From an optimization exercise on the open Yosys and OpenROAD flow, aimed at small area; shortcuts taken in it are not production practice.

## the previous run
==> module dmem_responder, before the edit <==
module dmem_responder (
    input  logic        CLK,
    input  logic        reset,
    input  logic        req_valid,
    output logic        req_ready,
    input  logic        req_write,
    input  logic [63:0] req_addr,
    input  logic [63:0] req_wdata,
    output logic        rsp_valid,
    input  logic        rsp_ready,
    output logic [63:0] rsp_rdata,
    output logic        rsp_err
);
    localparam int D    = dmem_pkg::DEPTH;
    localparam int IW   = dmem_pkg::IDX_W;
    localparam int NT   = dmem_pkg::N_TAP;
    localparam int STEP = dmem_pkg::STEP;
    localparam logic [1:0] ST_IDLE = 2'd0;
    localparam logic [1:0] ST_W1   = 2'd1;
    localparam logic [1:0] ST_W2   = 2'd2;
    localparam logic [1:0] ST_RESP = 2'd3;
    logic [1:0]    r_state;
    logic [IW-1:0] r_phase;      
    logic [IW-1:0] r_pos;        
    logic          r_err;
    logic          r_ok;         
    logic          r_got;        
    logic          r_pend;       
    logic [63:0]   r_data;
    logic [NT-1:0] w_wr_sel;     
    logic [NT-1:0] w_wr_hold;    
    logic [D*64-1:0] r_slot;     
    logic [dmem_pkg::CLR_W-1:0] r_clr;   
    logic          w_clr;        
    logic          w_idle;
    logic          w_accept;
    logic          w_store;
    logic          w_st_load;
    logic [IW-1:0] w_req_idx;
    logic          w_req_err;
    logic          w_req_ok;
    logic [IW-1:0] w_pos_req;    
    logic          w_fwd;
    logic          w_cap_req;
    logic          w_cap_cur;
    logic [NT-1:0] w_rd_sel;
    logic          w_rd_any;
    logic          w_pend_nxt;
    logic [IW-1:0] w_pos_wr;     
    logic [(NT+1)*64-1:0] w_mux_in;
    logic [63:0]   w_rd_data;
    assign w_idle    = (r_state == ST_IDLE);
    assign w_accept  = w_idle & req_valid;
    assign w_req_idx = req_addr[IW+2:3];
    assign w_req_err = (|req_addr[2:0]) | (|req_addr[63:IW+3]);
    assign w_store   = w_accept & req_write & ~w_req_err;
    assign w_st_load = w_accept & req_write;
    assign w_req_ok  = ~req_write & ~w_req_err;
    assign w_pos_req = w_req_idx + r_phase;
    assign w_fwd     = r_pend & (r_pos == w_pos_req);
    assign w_cap_req = w_accept & ~req_write & ~w_fwd;
    assign w_cap_cur = ~w_idle & r_ok;
    always_comb begin
        for (int k = 0; k < NT; k++) begin
            w_rd_sel[k] =
                ((w_cap_req & (w_pos_req == IW'(STEP * k + dmem_pkg::TAP_OFF))) |
                 (w_cap_cur & (r_pos == IW'(STEP * k + dmem_pkg::TAP_OFF))));
        end
    end
    assign w_rd_any = |w_rd_sel;
    assign w_pos_wr = r_pos + 1'b1;
    always_comb begin
        for (int j = 0; j < NT; j++) begin
            w_wr_sel[j] = ~reset & r_pend & (w_pos_wr == IW'(STEP * j + dmem_pkg::TAP_OFF));
        end
    end
    assign w_clr      = reset | (|r_clr);
    assign w_wr_hold  = ~w_wr_sel & {NT{~w_clr}};
    assign w_pend_nxt = ~reset & (w_store | (r_pend & ~(|w_wr_sel)));
    logic [NT*64-1:0] w_slot_in;
    for (genvar j = 0; j < NT; j++) begin : g_wtap
        for (genvar b = 0; b < 64; b++) begin : g_bit
            dmem_tap u_tap (
                .i_d (r_data[b]),
                .i_s (w_wr_sel[j]),
                .i_p (r_slot[64*((STEP * j + dmem_pkg::TAP_OFF + D - 1) % D) + b]),
                .i_h (w_wr_hold[j]),
                .o_y (w_slot_in[64*j + b])
            );
        end
    end
    always_ff @(posedge CLK) begin
        for (int s = 0; s < D; s++) begin
            if ((s % STEP) == dmem_pkg::TAP_OFF) begin
                r_slot[64*s +: 64] <= w_slot_in[64*(s / STEP) +: 64];
            end else begin
                r_slot[64*s +: 64] <= r_slot[64*((s + D - 1) % D) +: 64];
            end
        end
    end
    always_comb begin
        for (int k = 0; k < NT; k++) begin
            w_mux_in[64*k +: 64] = r_slot[64*(STEP * k + dmem_pkg::TAP_OFF) +: 64];
        end
        w_mux_in[64*NT +: 64] = req_wdata;
    end
    dmem_array u_rdmux (
        .i_data (w_mux_in),
        .i_sel  ({w_st_load, w_rd_sel}),
        .o_data (w_rd_data)
    );
    always_ff @(posedge CLK) begin
        if (w_st_load | w_rd_any) begin
            r_data <= w_rd_data;
        end
    end
    always_ff @(posedge CLK) begin
        if (reset) begin
            r_state <= ST_IDLE;
            r_phase <= '0;
            r_pend  <= 1'b0;
            r_clr   <= '1;
        end else begin
            r_phase <= r_phase + 1'b1;
            if (|r_clr) begin
                r_clr <= r_clr - 1'b1;
            end
            r_pend  <= w_pend_nxt;
            case (r_state)
                ST_IDLE: if (req_valid) r_state <= ST_W1;
                ST_W1:   r_state <= ST_W2;
                ST_W2:   r_state <= ST_RESP;
                default: if (rsp_ready) r_state <= ST_IDLE;
            endcase
        end
    end
    always_ff @(posedge CLK) begin
        r_pos <= (w_accept ? w_pos_req : r_pos) + 1'b1;
    end
    always_ff @(posedge CLK) begin
        if (w_accept) begin
            r_err <= w_req_err;
            r_ok  <= w_req_ok;
            r_got <= w_req_ok & (w_rd_any | w_fwd);
        end else if (w_rd_any) begin
            r_got <= 1'b1;
        end
    end
    assign req_ready = w_idle;
    assign rsp_valid = (r_state == ST_RESP);
    assign rsp_rdata = (r_data & {64{r_got}}) | w_rd_data;
    assign rsp_err   = r_err;
endmodule
Settings: LEC_CHECK=0, CAP_MARGIN=20, CORE_MARGIN=2, CORE_UTILIZATION=65, CTS_BUF_LIST=sky130_fd_sc_hd__clkbuf_16, CTS_CLUSTER_DIAMETER=100, CTS_CLUSTER_SIZE=30, SLEW_MARGIN=20, SYNTH_HIERARCHICAL=1; clock period 6.0 ns.
standard.sh (not shown) runs the stock make flow with config.mk's settings and CLKGATE_MAP_FILE= SYNTH_SCRIPT=/design/flow/synth_recipe.tcl, a recipe that flattens the netlist after the stock synthesis.
==> flow/flow/run.sh <==
#!/bin/bash
# Own layout flow: the standard ORFS flow (standard.sh), run whole, with two
# changes passed through ORFS's own environment hooks:
#  - port buffers are sky130_fd_sc_hd__buf_1 instead of the default pick
#    (every input and output port still gets its buffer);
#  - clock tree synthesis clusters about 20 flip-flops per leaf buffer within
#    60 um, with clkbuf_8 buffers, and inserts no dummy loads.
# The full output of the make run is kept in flow_make.log in this folder;
# ORFS's per-step logs stay under orfs/logs/.
set -euo pipefail
export BUFFER_PORTS_ARGS="-buffer_cell sky130_fd_sc_hd__buf_1"
export CTS_ARGS="-sink_clustering_enable -repair_clock_nets -dont_use_dummy_load -buf_list sky130_fd_sc_hd__clkbuf_8 -sink_clustering_size 20 -sink_clustering_max_diameter 60"
bash standard.sh finish > flow_make.log 2>&1
Setup changes, the previous run to the current run
--- a/flow/design.v
+++ b/flow/design.v
@@ -2,12 +2,12 @@
 package dmem_pkg;
     localparam int DEPTH  = 32;     
     localparam int IDX_W  = 5;      
     localparam int STEP   = 4;      
     localparam int N_TAP  = 8;      
-    localparam int TAP_OFF = 0;     
-    localparam int CLR_W  = 2;      
+    localparam int RD_OFF = 0;      
+    localparam int WR_OFF = 0;      
 endpackage
 `default_nettype wire
 `default_nettype none
 module dmem_array (
     input  logic [(dmem_pkg::N_TAP+1)*64-1:0] i_data,
@@ -86,12 +86,11 @@
     logic          r_pend;       
     logic [63:0]   r_data;
     logic [NT-1:0] w_wr_sel;     
     logic [NT-1:0] w_wr_hold;    
     logic [D*64-1:0] r_slot;     
-    logic [dmem_pkg::CLR_W-1:0] r_clr;   
-    logic          w_clr;        
+    logic [D-1:0]  r_slot_wr;    
     logic          w_idle;
     logic          w_accept;
     logic          w_store;
     logic          w_st_load;
     logic [IW-1:0] w_req_idx;
@@ -118,49 +117,51 @@
     assign w_fwd     = r_pend & (r_pos == w_pos_req);
     assign w_cap_req = w_accept & ~req_write & ~w_fwd;
     assign w_cap_cur = ~w_idle & r_ok;
     always_comb begin
         for (int k = 0; k < NT; k++) begin
-            w_rd_sel[k] =
-                ((w_cap_req & (w_pos_req == IW'(STEP * k + dmem_pkg::TAP_OFF))) |
-                 (w_cap_cur & (r_pos == IW'(STEP * k + dmem_pkg::TAP_OFF))));
+            w_rd_sel[k] = r_slot_wr[STEP * k + dmem_pkg::RD_OFF] &
+                ((w_cap_req & (w_pos_req == IW'(STEP * k + dmem_pkg::RD_OFF))) |
+                 (w_cap_cur & (r_pos == IW'(STEP * k + dmem_pkg::RD_OFF))));
         end
     end
     assign w_rd_any = |w_rd_sel;
     assign w_pos_wr = r_pos + 1'b1;
     always_comb begin
         for (int j = 0; j < NT; j++) begin
-            w_wr_sel[j] = ~reset & r_pend & (w_pos_wr == IW'(STEP * j + dmem_pkg::TAP_OFF));
-        end
-    end
-    assign w_clr      = reset | (|r_clr);
-    assign w_wr_hold  = ~w_wr_sel & {NT{~w_clr}};
+            w_wr_sel[j] = r_pend & (w_pos_wr == IW'(STEP * j + dmem_pkg::WR_OFF));
+        end
+    end
+    assign w_wr_hold  = ~w_wr_sel;
     assign w_pend_nxt = ~reset & (w_store | (r_pend & ~(|w_wr_sel)));
     logic [NT*64-1:0] w_slot_in;
     for (genvar j = 0; j < NT; j++) begin : g_wtap
         for (genvar b = 0; b < 64; b++) begin : g_bit
             dmem_tap u_tap (
                 .i_d (r_data[b]),
                 .i_s (w_wr_sel[j]),
-                .i_p (r_slot[64*((STEP * j + dmem_pkg::TAP_OFF + D - 1) % D) + b]),
+                .i_p (r_slot[64*((STEP * j + dmem_pkg::WR_OFF + D - 1) % D) + b]),
                 .i_h (w_wr_hold[j]),
                 .o_y (w_slot_in[64*j + b])
             );
         end
     end
     always_ff @(posedge CLK) begin
         for (int s = 0; s < D; s++) begin
-            if ((s % STEP) == dmem_pkg::TAP_OFF) begin
+            if ((s % STEP) == dmem_pkg::WR_OFF) begin
                 r_slot[64*s +: 64] <= w_slot_in[64*(s / STEP) +: 64];
+                r_slot_wr[s] <= ~reset & (w_wr_sel[s / STEP] |
+                                          (r_slot_wr[(s + D - 1) % D] & w_wr_hold[s / STEP]));
             end else begin
                 r_slot[64*s +: 64] <= r_slot[64*((s + D - 1) % D) +: 64];
+                r_slot_wr[s] <= ~reset & r_slot_wr[(s + D - 1) % D];
             end
         end
     end
     always_comb begin
         for (int k = 0; k < NT; k++) begin
-            w_mux_in[64*k +: 64] = r_slot[64*(STEP * k + dmem_pkg::TAP_OFF) +: 64];
+            w_mux_in[64*k +: 64] = r_slot[64*(STEP * k + dmem_pkg::RD_OFF) +: 64];
         end
         w_mux_in[64*NT +: 64] = req_wdata;
     end
     dmem_array u_rdmux (
         .i_data (w_mux_in),
@@ -175,16 +176,12 @@
     always_ff @(posedge CLK) begin
         if (reset) begin
             r_state <= ST_IDLE;
             r_phase <= '0;
             r_pend  <= 1'b0;
-            r_clr   <= '1;
         end else begin
             r_phase <= r_phase + 1'b1;
-            if (|r_clr) begin
-                r_clr <= r_clr - 1'b1;
-            end
             r_pend  <= w_pend_nxt;
             case (r_state)
                 ST_IDLE: if (req_valid) r_state <= ST_W1;
                 ST_W1:   r_state <= ST_W2;
                 ST_W2:   r_state <= ST_RESP;
Results
Area growth from synthesis to final layout in the current run is 0.32 points lower than in the previous run
From the previous run to the current run the numbers moved as follows: register-to-register slack now smaller; number of buffers created by CTS rose 2; non-clock buffer count up about 3.2%.
In the metrics for the current run and the previous run, the one carrying the higher cell area after layout is the current run.
The previous run has lower ratio of final minimum period to clock period than the current run.
Comparing the current run and the previous run, the lower routability congestion estimate was measured on the previous run.
Compared the current run against the previous run; total global-route track usage within noise.
No functional check of the RTL was part of any run of this note.

re-timing with driven ports:
How much do the figures lean on ideal ports? The routed layouts below were timed once more, with nothing changed but the port constraints. Step 1: set_driving_cell puts a clkbuf_16 on CLK and a buf_2 on each other input, an assumption about the parent block. Step 2 adds t to the input delays and takes it off the output delays; t is the mean of the earliest and latest rising clock arrival at the registers after step 1. Input paths then give back, and output paths get back, about the clock's delay inside the block. a / b / c = ideal ports / drivers / drivers and shift; a / b = the first two.
run	t, ns	setup slack, ns	worst hold slack (ns)	worst slew at a driven data input, ns	pins driven straight from the clock port
the previous run	0.803	0.217 / 0.189 / 0.189	0.266 / 0.266 / 0.266	0.09	1
the current run	0.816	0.118 / 0.091 / 0.091	0.290 / 0.290 / 0.290	0.12	1
After both steps setup and hold are still met in every run listed. The setup slack of the previous run, which loses most, moves by -0.028 ns with the drivers and by -0.028 ns with both steps.
